Source: an optimization exercise on an open RTL-to-GDS flow (aim: small area, a short achievable clock period and few clock cycles per item). Production flows keep margins and buffers that such runs may drop. In this exercise RTL edits were held to simulation tests only and were not proved equivalent to the original. Power is estimated from default activity; no workload was simulated.

## muldiv_unit
module muldiv_unit #(
    parameter int SLOT_W = 3
) (
    input  logic                 clk,
    input  logic                 rst,
    input  logic                 mul_start,
    input  muldiv_pkg::operand_t mul_a,
    input  muldiv_pkg::operand_t mul_b,
    input  logic [SLOT_W-1:0]    mul_tag,
    output logic                 mul_busy,
    input  logic                 div_start,
    input  muldiv_pkg::operand_t div_dividend,
    input  muldiv_pkg::operand_t div_divisor,
    input  logic [SLOT_W-1:0]    div_tag,
    output logic                 div_busy,
    input  logic [SLOT_W-1:0]    rd_slot,
    output muldiv_pkg::result_t  rd_data
);
make LEC_CHECK=0 CAP_MARGIN=20 CORE_MARGIN=2 CORE_UTILIZATION=40 CTS_BUF_LIST='sky130_fd_sc_hd__clkbuf_4 sky130_fd_sc_hd__clkbuf_8' PLACE_DENSITY=0.6 SETUP_SLACK_MARGIN=0.9 SLEW_MARGIN=20 finish   # period 5.0 ns
run.sh (not shown) runs the stock make flow with config.mk's settings and CLKGATE_MAP_FILE= SYNTH_SCRIPT=/design/flow/synth_recipe.tcl, a recipe that flattens the netlist after the stock synthesis.
Testbench counts at the start, summed over its fixed seeds: cycles 11,126, ops 3,200.
Rerun with:
Settings changed: ABC_AREA from default to 1, CTS_BUF_LIST sky130_fd_sc_hd__clkbuf_4 sky130_fd_sc_hd__clkbuf_8 to default.
Core utilization increases by 0.37 points. Design area climbs by 1.0%. Synthesized cell count is higher by 19%. Power came out higher by 6.0%. Count of clock-buffer cells in the layout decreases by 98. Fmax decreases by 0.73%. Worst setup slack gets worse by 0.030 ns. Wire length came out higher by 2.9%. Die area went up by 0.44%.
Rerun with:
Settings changed: ABC_AREA 1 to default, SETUP_SLACK_MARGIN 0.9 to 1.3.
=> Sequential share of layout area goes down by 1.4 points. Worst setup slack is better by 0.14 ns. Cell area goes up by a few percent. Final cell count goes down by roughly a tenth. Core utilization goes up by 2.0 points. Synthesized area goes down slightly. Sequential power goes down slightly.
Rerun with:
Settings changed: SETUP_SLACK_MARGIN 1.3 to 0.9.
Final area shrinks by 4.3%; worst setup slack got worse by 0.057 ns; sequential power hardly moves.
Rerun with:
Settings changed: CORE_UTILIZATION 40 to 60, PLACE_DENSITY 0.6 to 0.75.
Clock power drops by 4.2%.
Global-route usage climbs by 11 points.
Sequential power hardly moves.
Wire length drops by 4.3%.
Via count climbs by 2.0%.
Die area drops by 33%.

* * *

muldiv_unit, a different RTL version from the one above (not shown whole).
Size in the first run: ~790 flip-flops, ~50000 µm² of cells after synthesis.
clock: 5.0 ns
lec_check: 0
abc_clock_period_in_ps: 3500
cap_margin: 20
core_margin: 2
core_utilization: 40
place_density: 0.6
slew_margin: 20
Testbench counts at the start, summed over its fixed seeds: cycles 10,921, ops 3,200.
Edit:
- ABC_CLOCK_PERIOD_IN_PS: 3500 -> not set
Outcome:
- sequential share of layout area stays the same
- cell count does not change
- sequential power barely changes
- total power does not change
- synthesized cell count does not change

* * *

Another version of the RTL of muldiv_unit (not shown whole).
For scale: about 840 flip-flops, ~210 I/O pins.
==> flow/config.mk <==
export PLATFORM = sky130hd
export DESIGN_NAME = muldiv_unit
export DESIGN_NICKNAME = muldiv_unit
export VERILOG_FILES = /design/flow/design.v
export SDC_FILE = /design/flow/constraint.sdc
export NUM_CORES = 4
export LEC_CHECK = 0
export CAP_MARGIN = 20
export CORE_MARGIN = 2
export CORE_UTILIZATION = 40
export CTS_BUF_LIST = sky130_fd_sc_hd__clkbuf_4 sky130_fd_sc_hd__clkbuf_8
export PLACE_DENSITY = 0.6
export SETUP_SLACK_MARGIN = 1.25
export SLEW_MARGIN = 20
export TNS_END_PERCENT = 5
==> flow/constraint.sdc <==
create_clock -name core_clock -period 5.0 [get_ports {clk}]
set_input_delay 1.0000 -clock core_clock [delete_from_list [all_inputs] [get_ports {clk}]]
set_output_delay 1.0000 -clock core_clock [all_outputs]
set_load 0.01 [all_outputs]
Testbench counts at the start, summed over its fixed seeds: cycles 11,126, ops 3,200.
Next try:
--- a/flow/config.mk
+++ b/flow/config.mk
@@ -12,4 +12,3 @@
 export PLACE_DENSITY = 0.6
-export SETUP_SLACK_MARGIN = 1.25
+export SETUP_SLACK_MARGIN = 1.05
 export SLEW_MARGIN = 20
-export TNS_END_PERCENT = 5
What happened: Global-route usage fell by 0.16 points. Power rose slightly. Synthesized area does not change. Non-clock buffer count does not change. Wire length fell slightly.
Next try:
--- a/flow/config.mk
+++ b/flow/config.mk
@@ -14 +14,2 @@
 export SLEW_MARGIN = 20
+export TNS_END_PERCENT = 5
Result: Hold slack is better by 3.3 ps; register-to-register slack is worse by 150 ps; core utilization drops by 0.23 points; non-clock buffer count drops by 13; worst setup slack is worse by 190 ps; cell count is about the same; sequential share of layout area climbs by 0.20 points.
Next try:
--- a/flow/config.mk
+++ b/flow/config.mk
@@ -12,4 +12,3 @@
 export PLACE_DENSITY = 0.6
-export SETUP_SLACK_MARGIN = 1.05
+export SETUP_SLACK_MARGIN = 1.15
 export SLEW_MARGIN = 20
-export TNS_END_PERCENT = 5
=> Die area does not change; combinational power rises by about 4%; clock power rises by about 4.5%; synthesized area stays the same; global-route usage rises by 0.60 points; first-iteration DRC count falls by about 4.7%; core utilization rises by 0.57 points; synthesized cell count is unchanged; sequential share of layout area falls by 0.47 points; critical path depth rises by 3; worst hold slack loses 3.4 ps.

* * *

RTL: one of the versions met above, not the one the previous note started from.
Size: about 840 flip-flops, ~210 I/O pins.
export LEC_CHECK = 0
export CAP_MARGIN = 20
export CORE_MARGIN = 2
export CORE_UTILIZATION = 40
export CTS_BUF_LIST = sky130_fd_sc_hd__clkbuf_4 sky130_fd_sc_hd__clkbuf_8
export PLACE_DENSITY = 0.6
export SETUP_SLACK_MARGIN = 1.2
export SLEW_MARGIN = 20
create_clock -name core_clock -period 5.0 [get_ports {clk}]
Testbench counts at the start, summed over its fixed seeds: cycles 11,126, ops 3,200.
Edit:
--- a/flow/config.mk
+++ b/flow/config.mk
@@ -11 +10,0 @@
-export CTS_BUF_LIST = sky130_fd_sc_hd__clkbuf_4 sky130_fd_sc_hd__clkbuf_8
@@ -13 +12 @@
-export SETUP_SLACK_MARGIN = 1.2
+export SETUP_SLACK_MARGIN = 0.7
Result:
- The changed run went through all stages and came out clean
- setup slack degrades by 200 ps
- total power is lower by 1.1%
- global-route usage is lower by 0.76 points
- core utilization drops by 2.1 points
- final cell count goes down by 3.1%
- first-iteration DRC count is lower by 4.0%
Edit:
--- a/flow/config.mk
+++ b/flow/config.mk
@@ -10,0 +11 @@
+export CTS_BUF_LIST = sky130_fd_sc_hd__clkbuf_4 sky130_fd_sc_hd__clkbuf_8
@@ -12 +13 @@
-export SETUP_SLACK_MARGIN = 0.7
+export SETUP_SLACK_MARGIN = 1.05
What happened: The new run completed with no timing, DRC or antenna violations; die area does not change; critical path depth drops by 7; worst hold slack is worse by 3.7 ps; sequential share of layout area falls by 1.1 points; wire length increases by a few percent; synthesized cell count is unchanged.

==> static timing again, ports no longer ideal <==
In the flow no input, the clock included, has a driving cell. The finished layouts below were timed again as built, in two steps.
Step 1 assumes that a clkbuf_16 drives the clock port and a buf_2 every other input.
Step 2, shift: input delay + t, output delay - t, t = (earliest + latest rising clock arrival at the registers) / 2. This alone moves slack from input paths to output paths.
a / b / c = no drivers / after step 1 / after step 2; a / b = the first two.
run	shift t [ns]	setup slack, ns	worst hold slack (ns)
the first run of note 1	0.938	0.857 / 0.816 / 0.017	0.433 / 0.433 / 0.433
the second run of note 1	0.789	0.827 / 0.704 / 0.319	0.427 / 0.427 / 0.427
the third run of note 1	0.752	0.964 / 0.964 / 0.659	0.426 / 0.426 / 0.426
the fourth run of note 1	0.754	0.907 / 0.851 / 0.241	0.431 / 0.431 / 0.431
the fifth run of note 1	0.734	0.783 / 0.783 / 0.355	0.408 / 0.408 / 0.408
the first run of note 2	0.739	0.118 / 0.118 / -0.389	0.427 / 0.427 / 0.427
the second run of note 2	0.739	0.118 / 0.118 / -0.389	0.427 / 0.427 / 0.427
the first run of note 3	0.955	1.066 / 1.066 / 0.189	0.419 / 0.419 / 0.419
the second run of note 3	0.945	1.091 / 1.062 / 0.321	0.425 / 0.425 / 0.425
the third run of note 3	0.964	0.904 / 0.879 / 0.184	0.429 / 0.429 / 0.429
the fourth run of note 3	0.971	1.129 / 1.129 / 0.325	0.425 / 0.425 / 0.425
the first run of note 4	0.922	0.874 / 0.874 / 0.446	0.424 / 0.424 / 0.424
the second run of note 4	0.773	0.679 / 0.679 / 0.307	0.427 / 0.427 / 0.427
the third run of note 4	0.961	0.921 / 0.840 / 0.270	0.423 / 0.423 / 0.423
Met with ideal ports but missed after step 2: setup timing in the first run of note 2 and the second run of note 2. For the first run of note 3, which loses most, drivers alone change the setup slack by 0.000 ns; drivers and shift together by -0.877 ns.
